Background: an optimization exercise with open tools, aiming at small area and a short achievable clock period. Do not read the settings as production practice.
In this exercise RTL edits were held to simulation tests only and were not proved equivalent to the original.
No activity file was given, so power comes from the tool's default toggle rates.

## mem_responder
module mem_responder #(
  parameter int ADDR_BITS  = 6,
  parameter int RD_LATENCY = 1
) (
  input  logic                 clock,
  input  logic                 reset,
  input  logic [31:0]          Address,
  input  logic                 Wr,
  input  logic [31:0]          Datain,
  output logic [31:0]          Dataout,
  output logic                 rd_valid,
  output logic                 addr_err,
  input  logic                 ld_en,
  input  logic [ADDR_BITS-1:0] ld_addr,
  input  logic [31:0]          ld_data,
  output logic                 ld_clash
);
Size: roughly 1600 cells after synthesis, ~550 flip-flops, about 140 I/O pins, about 0.023 sq mm of cells after synthesis.
clock: 5.0 ns
lec_check: 0
abc_area: 1
cap_margin: 20
cell_pad_in_sites_detail_placement: 1
cell_pad_in_sites_global_placement: 2
core_margin: 2
core_utilization: 30
cts_buf_list: sky130_fd_sc_hd__clkbuf_8
cts_cluster_diameter: 80
cts_cluster_size: 16
setup_slack_margin: 2.5
slew_margin: 20
synth_hierarchical: 1
synth_minimum_keep_size: 0
standard.sh (not shown) runs the stock make flow with config.mk's settings and CLKGATE_MAP_FILE= SYNTH_SCRIPT=/design/flow/synth_recipe.tcl, a recipe that flattens the netlist after the stock synthesis.
==> flow/flow/run.sh <==
#!/bin/bash
# Own layout flow: the standard ORFS flow, with
#  - extra ORFS make variables from flow/make_vars.txt (one NAME=VALUE per line).
# Every tool's output goes to ORFS's own logs (orfs/logs/...) and the make output to flow_make.log.
set -euo pipefail
W=$(pwd)
F=$W/flow
{
  echo "proc abc {args} {"
  echo "  set i [lsearch -exact \$args -script]"
  echo "  if {\$i >= 0} { lset args [expr {\$i + 1}] {$F/abc.script} }"
  echo "  yosys abc {*}\$args"
  echo "}"
  cat "$W/synth_recipe.tcl"
} > "$W/own_synth.tcl"
vars=("SYNTH_SCRIPT=$W/own_synth.tcl")
if [[ -f $F/make_vars.txt ]]; then
  while IFS= read -r line; do
    [[ -z $line || $line == \#* ]] && continue
    vars+=("$line")
  done < "$F/make_vars.txt"
fi
bash "$W/standard.sh" "${vars[@]}" finish > "$W/flow_make.log" 2>&1
==> flow/flow/abc.script <==
strash
dch
map
topo
stime -c
==> flow/flow/make_vars.txt <==
MATCH_CELL_FOOTPRINT=0
BUFFER_PORTS_ARGS=-buffer_cell sky130_fd_sc_hd__buf_2
Edit:
- SETUP_SLACK_MARGIN: 2.5 -> 2.6
- TNS_END_PERCENT: unset -> 10
Cell count stays flat; area after synthesis is unchanged; worst hold slack is worse by 0.0095 ns.
Edit:
- CTS_CLUSTER_DIAMETER: 80 -> unset
- CTS_CLUSTER_SIZE: 16 -> unset
- TNS_END_PERCENT: 10 -> unset
=> Sequential cell count stays the same; worst setup slack improved by 0.22 ns; design area goes up by a few percent; wire length goes up slightly; clock skew goes down by 0.037 ns; global-route usage is about the same.
Edit:
--- a/flow/flow/run.sh
+++ b/flow/flow/run.sh
@@ -3,2 +3,5 @@
-#  - extra ORFS make variables from flow/make_vars.txt (one NAME=VALUE per line).
-# Every tool's output goes to ORFS's own logs (orfs/logs/...) and the make output to flow_make.log.
+#  - extra ORFS make variables from flow/make_vars.txt (one NAME=VALUE per line),
+#  - optionally, the ORFS make targets run one after another as flow/stages.txt lists them
+#    (one per line: a target, then NAME=VALUE words that apply to that target only).
+# Every tool's output goes to ORFS's own logs (orfs/logs/...); each make's output goes to
+# flow_make_N.log in the folder this runs in.
@@ -23 +26,10 @@
-bash "$W/standard.sh" "${vars[@]}" finish > "$W/flow_make.log" 2>&1
+n=0
+if [[ -f $F/stages.txt ]]; then
+  while read -r -a words; do
+    [[ ${#words[@]} -eq 0 || ${words[0]} == \#* ]] && continue
+    n=$((n + 1))
+    bash "$W/standard.sh" "${vars[@]}" "${words[@]:1}" "${words[0]}" > "$W/flow_make_$n.log" 2>&1
+  done < "$F/stages.txt"
+else
+  bash "$W/standard.sh" "${vars[@]}" finish > "$W/flow_make_1.log" 2>&1
+fi
--- a/flow/flow/make_vars.txt
+++ b/flow/flow/make_vars.txt
@@ -2,0 +3 @@
+SETUP_MOVE_SEQUENCE=unbuffer,sizeup,swap,buffer
- CTS_CLUSTER_DIAMETER: unset -> 80
- CTS_CLUSTER_SIZE: unset -> 16
Outcome: The new run finished with timing, DRC and antenna clean; wire length decreases by 3.0%; design area increases by 1.9%; cell count decreases by 1.9%; non-clock buffer count increases by 49; synthesized area is unchanged.
Edit:
==> flow/flow/make_vars.txt (replaced) <==
MATCH_CELL_FOOTPRINT=0
BUFFER_PORTS_ARGS=-buffer_cell sky130_fd_sc_hd__buf_2
==> flow/flow/stages.txt (new file) <==
floorplan SETUP_SLACK_MARGIN=0
cts SETUP_SLACK_MARGIN=2.2
finish
After rerunning: Synthesized area is unchanged. Via count hardly moves. Power goes down by 1.4%. Hold slack degrades by 0.020 ns. Clock skew goes down by 0.0063 ns. Sequential cell count does not change. Fmax goes up by 2.4%. Register-to-register slack degrades by 0.12 ns. Core utilization goes down by 0.80 points.


the previous run:
mem_responder again, from the RTL that the note above started with.
## mem_responder
module mem_responder #(
  parameter int ADDR_BITS  = 6,
  parameter int RD_LATENCY = 1
) (
  input  logic                 clock,
  input  logic                 reset,
  input  logic [31:0]          Address,
  input  logic                 Wr,
  input  logic [31:0]          Datain,
  output logic [31:0]          Dataout,
  output logic                 rd_valid,
  output logic                 addr_err,
  input  logic                 ld_en,
  input  logic [ADDR_BITS-1:0] ld_addr,
  input  logic [31:0]          ld_data,
  output logic                 ld_clash
);
==> flow/config.mk <==
export PLATFORM = sky130hd
export DESIGN_NAME = mem_responder
export DESIGN_NICKNAME = mem_responder
export VERILOG_FILES = /design/flow/design.v
export SDC_FILE = /design/flow/constraint.sdc
export NUM_CORES = 4
export LEC_CHECK = 0
export ABC_AREA = 1
export CAP_MARGIN = 20
export CELL_PAD_IN_SITES_DETAIL_PLACEMENT = 1
export CELL_PAD_IN_SITES_GLOBAL_PLACEMENT = 2
export CORE_MARGIN = 2
export CORE_UTILIZATION = 30
export CTS_BUF_LIST = sky130_fd_sc_hd__clkbuf_8
export CTS_CLUSTER_DIAMETER = 80
export CTS_CLUSTER_SIZE = 16
export SETUP_SLACK_MARGIN = 2.6
export SLEW_MARGIN = 20
export SYNTH_HIERARCHICAL = 1
export SYNTH_MINIMUM_KEEP_SIZE = 0
==> flow/constraint.sdc <==
create_clock -name core_clock -period 5.0 [get_ports {clock}]
set_input_delay 1.0000 -clock core_clock [delete_from_list [all_inputs] [get_ports {clock}]]
set_output_delay 1.0000 -clock core_clock [all_outputs]
set_load 0.01 [all_outputs]
==> flow/flow/run.sh <==
#!/bin/bash
# Own layout flow: the standard ORFS flow, with
#  - extra ORFS make variables from flow/make_vars.txt (one NAME=VALUE per line).
# Every tool's output goes to ORFS's own logs (orfs/logs/...) and the make output to flow_make.log.
set -euo pipefail
W=$(pwd)
F=$W/flow
{
  echo "proc abc {args} {"
  echo "  set i [lsearch -exact \$args -script]"
  echo "  if {\$i >= 0} { lset args [expr {\$i + 1}] {$F/abc.script} }"
  echo "  yosys abc {*}\$args"
  echo "}"
  cat "$W/synth_recipe.tcl"
} > "$W/own_synth.tcl"
vars=("SYNTH_SCRIPT=$W/own_synth.tcl")
if [[ -f $F/make_vars.txt ]]; then
  while IFS= read -r line; do
    [[ -z $line || $line == \#* ]] && continue
    vars+=("$line")
  done < "$F/make_vars.txt"
fi
bash "$W/standard.sh" "${vars[@]}" finish > "$W/flow_make.log" 2>&1
==> flow/flow/make_vars.txt <==
MATCH_CELL_FOOTPRINT=0
BUFFER_PORTS_ARGS=-buffer_cell sky130_fd_sc_hd__buf_2
REMOVE_ABC_BUFFERS=1
Scripts as last shown in full above: flow/flow/abc.script
> inputs changed (the previous run -> the current run)
Settings: setting PLACE_DENSITY to 0.7 for the first time.
==> flow/flow/make_vars.txt <==
MATCH_CELL_FOOTPRINT=0
BUFFER_PORTS_ARGS=-buffer_cell sky130_fd_sc_hd__buf_2
--- outcome ---
Per the comparison of the current run with the previous run, instance area at placement barely changed, non-clock buffer count dropped 65, total power dropped 1.0%, number of non-filler instances in the completed layout dropped about 2%.
The current run has share of the core filled with cells below what the previous run had.
As far as clock-pin slew on the worst setup and hold paths is concerned, the current run and the previous run perform about the same.


red:
The RTL this note starts from:
==> flow/design.v <==
module mem_responder #(
  parameter int ADDR_BITS  = 6,
  parameter int RD_LATENCY = 1
) (
  input  logic                 clock,
  input  logic                 reset,
  input  logic [31:0]          Address,
  input  logic                 Wr,
  input  logic [31:0]          Datain,
  output logic [31:0]          Dataout,
  output logic                 rd_valid,
  output logic                 addr_err,
  input  logic                 ld_en,
  input  logic [ADDR_BITS-1:0] ld_addr,
  input  logic [31:0]          ld_data,
  output logic                 ld_clash
);
  localparam int ROWS = 1 << (ADDR_BITS - 2);
  logic [7:0] bank [4][ROWS];
  logic [ADDR_BITS-3:0] rd_row;
  logic [1:0]           rd_off;
  logic [ROWS-1:0]      rd_dec;
  logic [7:0]           bank_rd [4];
  logic [31:0]          rd_word;
  assign rd_row = Address[ADDR_BITS-1:2];
  assign rd_off = Address[1:0];
  always_comb begin
    rd_dec = '0;
    rd_dec[rd_row] = 1'b1;
  end
  always_comb begin
    for (int b = 0; b < 4; b++) begin
      logic            nxt;
      logic [ROWS-1:0] sel;
      nxt = (2'(b) < rd_off);
      sel = nxt ? {rd_dec[ROWS-2:0], rd_dec[ROWS-1]} : rd_dec;
      bank_rd[b] = '0;
      for (int r = 0; r < ROWS; r++)
        bank_rd[b] = bank_rd[b] | (bank[b][r] & {8{sel[r]}});
    end
  end
  always_comb begin
    for (int k = 0; k < 4; k++)
      rd_word[31-8*k -: 8] = bank_rd[2'(rd_off + 2'(k))];
  end
  logic                 wr_en;
  logic [ADDR_BITS-1:0] wr_base;
  logic [31:0]          wr_word;
  logic [ADDR_BITS-3:0] wr_row;
  logic [1:0]           wr_off;
  logic [ROWS-1:0]      wr_dec;
  logic [ROWS-1:0]      wr_sel [4];
  logic [7:0]           wr_byte [4];
  assign wr_en   = reset & (ld_en | Wr);
  assign wr_base = ld_en ? ld_addr : Address[ADDR_BITS-1:0];
  assign wr_word = ld_en ? ld_data : Datain;
  assign wr_row  = wr_base[ADDR_BITS-1:2];
  assign wr_off  = wr_base[1:0];
  always_comb begin
    wr_dec = '0;
    wr_dec[wr_row] = wr_en;
  end
  always_comb begin
    for (int b = 0; b < 4; b++) begin
      wr_sel[b]  = (2'(b) < wr_off) ? {wr_dec[ROWS-2:0], wr_dec[ROWS-1]} : wr_dec;
      wr_byte[b] = wr_word[31-8*(2'(2'(b) - wr_off)) -: 8];
    end
  end
  always_ff @(posedge clock) begin
    for (int b = 0; b < 4; b++)
      for (int r = 0; r < ROWS; r++)
        if (wr_sel[b][r]) bank[b][r] <= wr_byte[b];
  end
  always_ff @(posedge clock or negedge reset) begin
    if (!reset) begin
      Dataout  <= '0;
      addr_err <= 1'b0;
      rd_valid <= 1'b0;
      ld_clash <= 1'b0;
    end else begin
      Dataout  <= rd_word;
      addr_err <= (Address[31:ADDR_BITS] != '0);
      rd_valid <= 1'b1;
      ld_clash <= ld_en & Wr;
    end
  end
endmodule
clock: 5.0 ns
lec_check: 0
cap_margin: 20
cell_pad_in_sites_detail_placement: 1
cell_pad_in_sites_global_placement: 2
core_margin: 2
core_utilization: 30
setup_slack_margin: 2.0
slew_margin: 20
run.sh (not shown) runs the stock make flow with config.mk's settings and CLKGATE_MAP_FILE= SYNTH_SCRIPT=/design/flow/synth_recipe.tcl, a recipe that flattens the netlist after the stock synthesis.
Stock flow here: none of the scripts above is used.
Setup changes, red to blue
- SETUP_SLACK_MARGIN removed (was 2.0)
Notes after the runs:
Compare blue and red | static power due to leakage higher: red
Diff red -> blue: number of non-clock inverters went down by about 4%, minimum setup slack after placement went up by 0.019 ns.
Across both runs, final hold slack was lower for blue than for red.
Relative to blue, the following input files were edited for green:
- putting SETUP_SLACK_MARGIN at 2.8 where nothing was set
Results
Re power per cell area: green is about 10% down on blue.
The standard cells in green occupy more silicon area than those in blue do.
Cmp green vs blue: total routing resource utilization after global routing higher in green
green vs. blue: part of the power in the clock network went down by 1.1 points.
For green, the highest-delay cell along the critical path was a222oi_1, unlike blue, where it was a2111oi_1.
blue → green: total power has increased; share of cells above drive strength 1 saw an increase.
Compared with blue, combinational power in green increased by more than a quarter.
Every run (blue and green) finished clean.
Note that the routed via count recorded for blue amounts to 0.931 times the value seen in green.
Re aggregate routed wire length: green is 9000 um up on blue.
Clock-pin slew reported for the worst setup and hold paths after clock tree synthesis across blue and green: no real change.
For the proportion of cell area occupied by multi-input gates, green came in 2.5 points higher than blue did.


Setup of oak:
RTL: one of the versions met above, not the one the previous note started from.
For scale: roughly 1600 cells after synthesis, roughly 550 flip-flops, roughly 140 I/O pins.
clock: 5.0 ns
lec_check: 0
abc_area: 1
cap_margin: 20
cell_pad_in_sites_detail_placement: 1
cell_pad_in_sites_global_placement: 2
core_margin: 2
core_utilization: 30
cts_buf_list: sky130_fd_sc_hd__clkbuf_8
cts_cluster_diameter: 80
cts_cluster_size: 16
setup_slack_margin: 2.6
slew_margin: 20
synth_hierarchical: 1
synth_minimum_keep_size: 0
standard.sh (not shown) runs the stock make flow with config.mk's settings and CLKGATE_MAP_FILE= SYNTH_SCRIPT=/design/flow/synth_recipe.tcl, a recipe that flattens the netlist after the stock synthesis.
==> flow/flow/run.sh <==
#!/bin/bash
# Own layout flow: the standard ORFS flow, with
#  - extra ORFS make variables from flow/make_vars.txt (one NAME=VALUE per line),
#  - optionally, the ORFS make targets run one after another as flow/stages.txt lists them
#    (one per line: a target, then NAME=VALUE words that apply to that target only).
# Every tool's output goes to ORFS's own logs (orfs/logs/...); each make's output goes to
# flow_make_N.log in the folder this runs in.
set -euo pipefail
W=$(pwd)
F=$W/flow
{
  echo "proc abc {args} {"
  echo "  set i [lsearch -exact \$args -script]"
  echo "  if {\$i >= 0} { lset args [expr {\$i + 1}] {$F/abc.script} }"
  echo "  yosys abc {*}\$args"
  echo "}"
  cat "$W/synth_recipe.tcl"
} > "$W/own_synth.tcl"
vars=("SYNTH_SCRIPT=$W/own_synth.tcl")
if [[ -f $F/make_vars.txt ]]; then
  while IFS= read -r line; do
    [[ -z $line || $line == \#* ]] && continue
    vars+=("$line")
  done < "$F/make_vars.txt"
fi
n=0
if [[ -f $F/stages.txt ]]; then
  while read -r -a words; do
    [[ ${#words[@]} -eq 0 || ${words[0]} == \#* ]] && continue
    n=$((n + 1))
    bash "$W/standard.sh" "${vars[@]}" "${words[@]:1}" "${words[0]}" > "$W/flow_make_$n.log" 2>&1
  done < "$F/stages.txt"
else
  bash "$W/standard.sh" "${vars[@]}" finish > "$W/flow_make_1.log" 2>&1
fi
==> flow/flow/make_vars.txt <==
MATCH_CELL_FOOTPRINT=0
BUFFER_PORTS_ARGS=-buffer_cell sky130_fd_sc_hd__buf_2
==> flow/flow/stages.txt <==
floorplan SETUP_SLACK_MARGIN=3.0
finish
Scripts as last shown in full above: flow/flow/abc.script
diff inputs: oak => pine
# oak
export LEC_CHECK = 0
export ABC_AREA = 1
export CAP_MARGIN = 20
export CELL_PAD_IN_SITES_DETAIL_PLACEMENT = 1
export CELL_PAD_IN_SITES_GLOBAL_PLACEMENT = 2
export CORE_MARGIN = 2
export CORE_UTILIZATION = 30
export CTS_BUF_LIST = sky130_fd_sc_hd__clkbuf_8
export CTS_CLUSTER_DIAMETER = 80
export CTS_CLUSTER_SIZE = 16
export SETUP_SLACK_MARGIN = 2.6
export SLEW_MARGIN = 20
export SYNTH_HIERARCHICAL = 1
export SYNTH_MINIMUM_KEEP_SIZE = 0
create_clock -name core_clock -period 5.0 [get_ports {clock}]
# pine
export LEC_CHECK = 0
export ABC_AREA = 1
export CAP_MARGIN = 20
export CELL_PAD_IN_SITES_DETAIL_PLACEMENT = 0
export CELL_PAD_IN_SITES_GLOBAL_PLACEMENT = 1
export CORE_MARGIN = 2
export CORE_UTILIZATION = 45
export CTS_BUF_LIST = sky130_fd_sc_hd__clkbuf_8
export CTS_CLUSTER_DIAMETER = 80
export CTS_CLUSTER_SIZE = 16
export PLACE_DENSITY = 0.75
export SETUP_SLACK_MARGIN = 2.6
export SLEW_MARGIN = 20
export SYNTH_HIERARCHICAL = 1
export SYNTH_MINIMUM_KEEP_SIZE = 0
create_clock -name core_clock -period 5.0 [get_ports {clock}]
==> flow/flow/run.sh <==
#!/bin/bash
# Own layout flow: the standard ORFS flow, with
#  - extra ORFS make variables from flow/make_vars.txt (one NAME=VALUE per line).
# Every tool's output goes to ORFS's own logs (orfs/logs/...) and the make output to flow_make.log.
set -euo pipefail
W=$(pwd)
F=$W/flow
{
  echo "proc abc {args} {"
  echo "  set i [lsearch -exact \$args -script]"
  echo "  if {\$i >= 0} { lset args [expr {\$i + 1}] {$F/abc.script} }"
  echo "  yosys abc {*}\$args"
  echo "}"
  cat "$W/synth_recipe.tcl"
} > "$W/own_synth.tcl"
vars=("SYNTH_SCRIPT=$W/own_synth.tcl")
if [[ -f $F/make_vars.txt ]]; then
  while IFS= read -r line; do
    [[ -z $line || $line == \#* ]] && continue
    vars+=("$line")
  done < "$F/make_vars.txt"
fi
bash "$W/standard.sh" "${vars[@]}" finish > "$W/flow_make.log" 2>&1
removed: flow/flow/stages.txt
Findings:
pine vs. oak: worst vdd rail ir drop climbed about 30%; number of cells in the design after placement dropped 363; summed negative setup slack over all endpoints barely changed.
Utilization is lower on oak
Clock latency reported for the late side of the worst-skew pair (lower): pine
The overall power consumption of pine falls short of that of oak by 2.4%.
pine against oak; maximum clock frequency is down slightly.
pine vs oak: worst hold slack after final layout down
Input changes introduced in birch (baseline for comparison: pine):
# pine
export LEC_CHECK = 0
export ABC_AREA = 1
export CAP_MARGIN = 20
export CELL_PAD_IN_SITES_DETAIL_PLACEMENT = 0
export CELL_PAD_IN_SITES_GLOBAL_PLACEMENT = 1
export CORE_MARGIN = 2
export CORE_UTILIZATION = 45
export CTS_BUF_LIST = sky130_fd_sc_hd__clkbuf_8
export CTS_CLUSTER_DIAMETER = 80
export CTS_CLUSTER_SIZE = 16
export PLACE_DENSITY = 0.75
export SETUP_SLACK_MARGIN = 2.6
export SLEW_MARGIN = 20
export SYNTH_HIERARCHICAL = 1
export SYNTH_MINIMUM_KEEP_SIZE = 0
create_clock -name core_clock -period 5.0 [get_ports {clock}]
# birch
export LEC_CHECK = 0
export ABC_AREA = 1
export CAP_MARGIN = 20
export CELL_PAD_IN_SITES_DETAIL_PLACEMENT = 1
export CELL_PAD_IN_SITES_GLOBAL_PLACEMENT = 2
export CORE_MARGIN = 2
export CORE_UTILIZATION = 30
export CTS_BUF_LIST = sky130_fd_sc_hd__clkbuf_8
export CTS_CLUSTER_DIAMETER = 80
export CTS_CLUSTER_SIZE = 16
export SETUP_SLACK_MARGIN = 2.6
export SLEW_MARGIN = 20
export SYNTH_HIERARCHICAL = 1
export SYNTH_MINIMUM_KEEP_SIZE = 0
create_clock -name core_clock -period 5.0 [get_ports {clock}]
==> comparison <==
- birch supports a higher top clock frequency than pine.
- From birch to pine, number of enable flip-flop cells after synthesis did not move at all.
- Going from pine to birch, final-layout worst hold slack grows by 0.024 ns.
- Summary of birch over pine: final weighted congestion in routability-driven placement shows a reduction of about 11%; area of all placed cells without fillers dropped 1.7%; setup slack saw an increase; post-route setup TNS closely matched the old numbers.
- Looking at clock skew, birch sits 0.0052 ns below pine.
> inputs changed (birch -> maple)
# birch
export LEC_CHECK = 0
export ABC_AREA = 1
export CAP_MARGIN = 20
export CELL_PAD_IN_SITES_DETAIL_PLACEMENT = 1
export CELL_PAD_IN_SITES_GLOBAL_PLACEMENT = 2
export CORE_MARGIN = 2
export CORE_UTILIZATION = 30
export CTS_BUF_LIST = sky130_fd_sc_hd__clkbuf_8
export CTS_CLUSTER_DIAMETER = 80
export CTS_CLUSTER_SIZE = 16
export SETUP_SLACK_MARGIN = 2.6
export SLEW_MARGIN = 20
export SYNTH_HIERARCHICAL = 1
export SYNTH_MINIMUM_KEEP_SIZE = 0
create_clock -name core_clock -period 5.0 [get_ports {clock}]
# maple
export LEC_CHECK = 0
export ABC_AREA = 1
export CAP_MARGIN = 20
export CELL_PAD_IN_SITES_DETAIL_PLACEMENT = 1
export CELL_PAD_IN_SITES_GLOBAL_PLACEMENT = 2
export CORE_MARGIN = 2
export CORE_UTILIZATION = 30
export CTS_BUF_LIST = sky130_fd_sc_hd__clkbuf_8
export CTS_CLUSTER_DIAMETER = 80
export CTS_CLUSTER_SIZE = 16
export SETUP_SLACK_MARGIN = 2.8
export SLEW_MARGIN = 20
export SYNTH_HIERARCHICAL = 1
export SYNTH_MINIMUM_KEEP_SIZE = 0
create_clock -name core_clock -period 5.0 [get_ports {clock}]
### Flow results
maple | stages: all done | timing, DRC, antenna: all pass. Both conditions hold for birch: the flow ran to the end and the final layout passed the timing, design-rule and antenna checks. Average routed wire per standard cell ends up higher on birch. Looking at worst slew margin relative to its limit, maple sits 2.5 points lower than birch does. Taking birch as the reference, in maple global-route wire length before repair grew by about 2%, via count of the first global-routing pass saw an increase, fmax went up, core utilization increased 3.2 points, total power higher.
Edits applied to the flow inputs when going from maple to cedar:
# maple
export LEC_CHECK = 0
export ABC_AREA = 1
export CAP_MARGIN = 20
export CELL_PAD_IN_SITES_DETAIL_PLACEMENT = 1
export CELL_PAD_IN_SITES_GLOBAL_PLACEMENT = 2
export CORE_MARGIN = 2
export CORE_UTILIZATION = 30
export CTS_BUF_LIST = sky130_fd_sc_hd__clkbuf_8
export CTS_CLUSTER_DIAMETER = 80
export CTS_CLUSTER_SIZE = 16
export SETUP_SLACK_MARGIN = 2.8
export SLEW_MARGIN = 20
export SYNTH_HIERARCHICAL = 1
export SYNTH_MINIMUM_KEEP_SIZE = 0
create_clock -name core_clock -period 5.0 [get_ports {clock}]
# cedar
export LEC_CHECK = 0
export ABC_AREA = 1
export CAP_MARGIN = 20
export CELL_PAD_IN_SITES_DETAIL_PLACEMENT = 1
export CELL_PAD_IN_SITES_GLOBAL_PLACEMENT = 2
export CORE_MARGIN = 2
export CORE_UTILIZATION = 30
export CTS_BUF_LIST = sky130_fd_sc_hd__clkbuf_8
export CTS_CLUSTER_DIAMETER = 80
export CTS_CLUSTER_SIZE = 16
export SETUP_SLACK_MARGIN = 2.6
export SLEW_MARGIN = 20
export SYNTH_HIERARCHICAL = 1
export SYNTH_MINIMUM_KEEP_SIZE = 0
create_clock -name core_clock -period 5.0 [get_ports {clock}]
--- a/flow/flow/run.sh
+++ b/flow/flow/run.sh
@@ -2,4 +2,7 @@
 # Own layout flow: the standard ORFS flow, with
-#  - extra ORFS make variables from flow/make_vars.txt (one NAME=VALUE per line).
-# Every tool's output goes to ORFS's own logs (orfs/logs/...) and the make output to flow_make.log.
+#  - extra ORFS make variables from flow/make_vars.txt (one NAME=VALUE per line),
+#  - optionally, the ORFS make targets run one after another as flow/stages.txt lists them
+#    (one per line: a target, then NAME=VALUE words that apply to that target only).
+# Every tool's output goes to ORFS's own logs (orfs/logs/...); each make's output goes to
+# flow_make_N.log in the folder this runs in.
 set -euo pipefail
@@ -22,2 +25,11 @@
 fi
-bash "$W/standard.sh" "${vars[@]}" finish > "$W/flow_make.log" 2>&1
+n=0
+if [[ -f $F/stages.txt ]]; then
+  while read -r -a words; do
+    [[ ${#words[@]} -eq 0 || ${words[0]} == \#* ]] && continue
+    n=$((n + 1))
+    bash "$W/standard.sh" "${vars[@]}" "${words[@]:1}" "${words[0]}" > "$W/flow_make_$n.log" 2>&1
+  done < "$F/stages.txt"
+else
+  bash "$W/standard.sh" "${vars[@]}" finish > "$W/flow_make_1.log" 2>&1
+fi
==> flow/flow/stages.txt (new file) <==
cts SETUP_SLACK_MARGIN=2.4
finish SETUP_SLACK_MARGIN=2.7
--- outcome ---
Total number of vias is lower on cedar. Compared with maple, in cedar slew of the pin with the lowest slew margin saw an increase; fraction of area in multi-input gates held steady. Diff cedar and maple: maximum frequency higher in maple. Re total power: maple was higher than cedar. cedar vs maple, highest routed metal layer: met5 vs met4. Of the two candidates, maple has the worse routed wire length and cedar the better one. Clock period minus worst slack, cedar and maple, higher one = cedar. When the final numbers for cedar and maple were put side by side, the clock share of power turned out to be greater in maple. Relative to maple, register fraction of the total cell area increased by 1.8 points in cedar.

afterwards: timing with drivers on the ports:
The results above use ideal ports. As a check the final layouts listed here were re-extracted and re-timed, cells and wires unchanged.
Step 1 sets driving cells, clkbuf_16 on the clock port and buf_2 on the other inputs (assumed; they add their load-dependent delay and slew).
Step 2 moves the port delays by t, midway between the first and last clock arrival at a register: inputs arrive t later, outputs are due t later. That takes back most of the time a late clock gives input paths.
Three values: no drivers, after step 1, after step 2; two values: the first two.
run	t (ns)	setup slack, ns	hold WS [ns]	slew at the worst register clock pin (ns)	worst data-port slew with drivers (ns)
the first run of note 1	0.695	2.497 / 2.440 / 1.746	0.629 / 0.597 / 0.765	0.11 / 0.11	0.13
the second run of note 1	0.690	2.343 / 2.374 / 1.684	0.619 / 0.586 / 0.723	0.11 / 0.11	0.15
the third run of note 1	0.748	2.560 / 2.539 / 1.790	0.234 / 0.198 / 0.737	0.06 / 0.06	0.15
the fourth run of note 1	0.702	2.501 / 2.415 / 1.713	0.290 / 0.295 / 0.766	0.11 / 0.11	0.18
the fifth run of note 1	0.705	2.558 / 2.464 / 1.760	0.269 / 0.245 / 0.785	0.11 / 0.11	0.25
the previous run	0.715	2.511 / 2.540 / 1.825	0.267 / 0.238 / 0.767	0.11 / 0.11	0.21
the current run	0.686	2.540 / 2.554 / 1.868	0.302 / 0.266 / 0.725	0.11 / 0.11	0.12
red	0.696	1.567 / 1.599 / 0.903	0.683 / 0.647 / 0.734	0.07 / 0.07	0.07
blue	0.684	0.322 / 0.359 / -0.325	0.256 / 0.222 / 0.798	0.07 / 0.07	0.07
green	0.688	1.551 / 1.583 / 0.896	0.271 / 0.230 / 0.737	0.07 / 0.07	0.17
oak	0.726	2.578 / 2.532 / 1.806	0.577 / 0.544 / 0.725	0.11 / 0.11	0.16
pine	0.692	2.559 / 2.538 / 1.846	0.249 / 0.222 / 0.724	0.12 / 0.12	0.13
birch	0.699	2.575 / 2.564 / 1.865	0.272 / 0.237 / 0.761	0.11 / 0.11	0.14
maple	0.713	2.701 / 2.640 / 2.017	0.262 / 0.229 / 0.755	0.11 / 0.11	0.13
cedar	0.700	2.648 / 2.645 / 1.945	0.597 / 0.567 / 0.769	0.12 / 0.12	0.08
Met with ideal ports but missed after step 2: setup timing in blue. The setup slack of the fifth run of note 1, which loses most, moves by -0.094 ns with the drivers and by -0.798 ns with both steps.
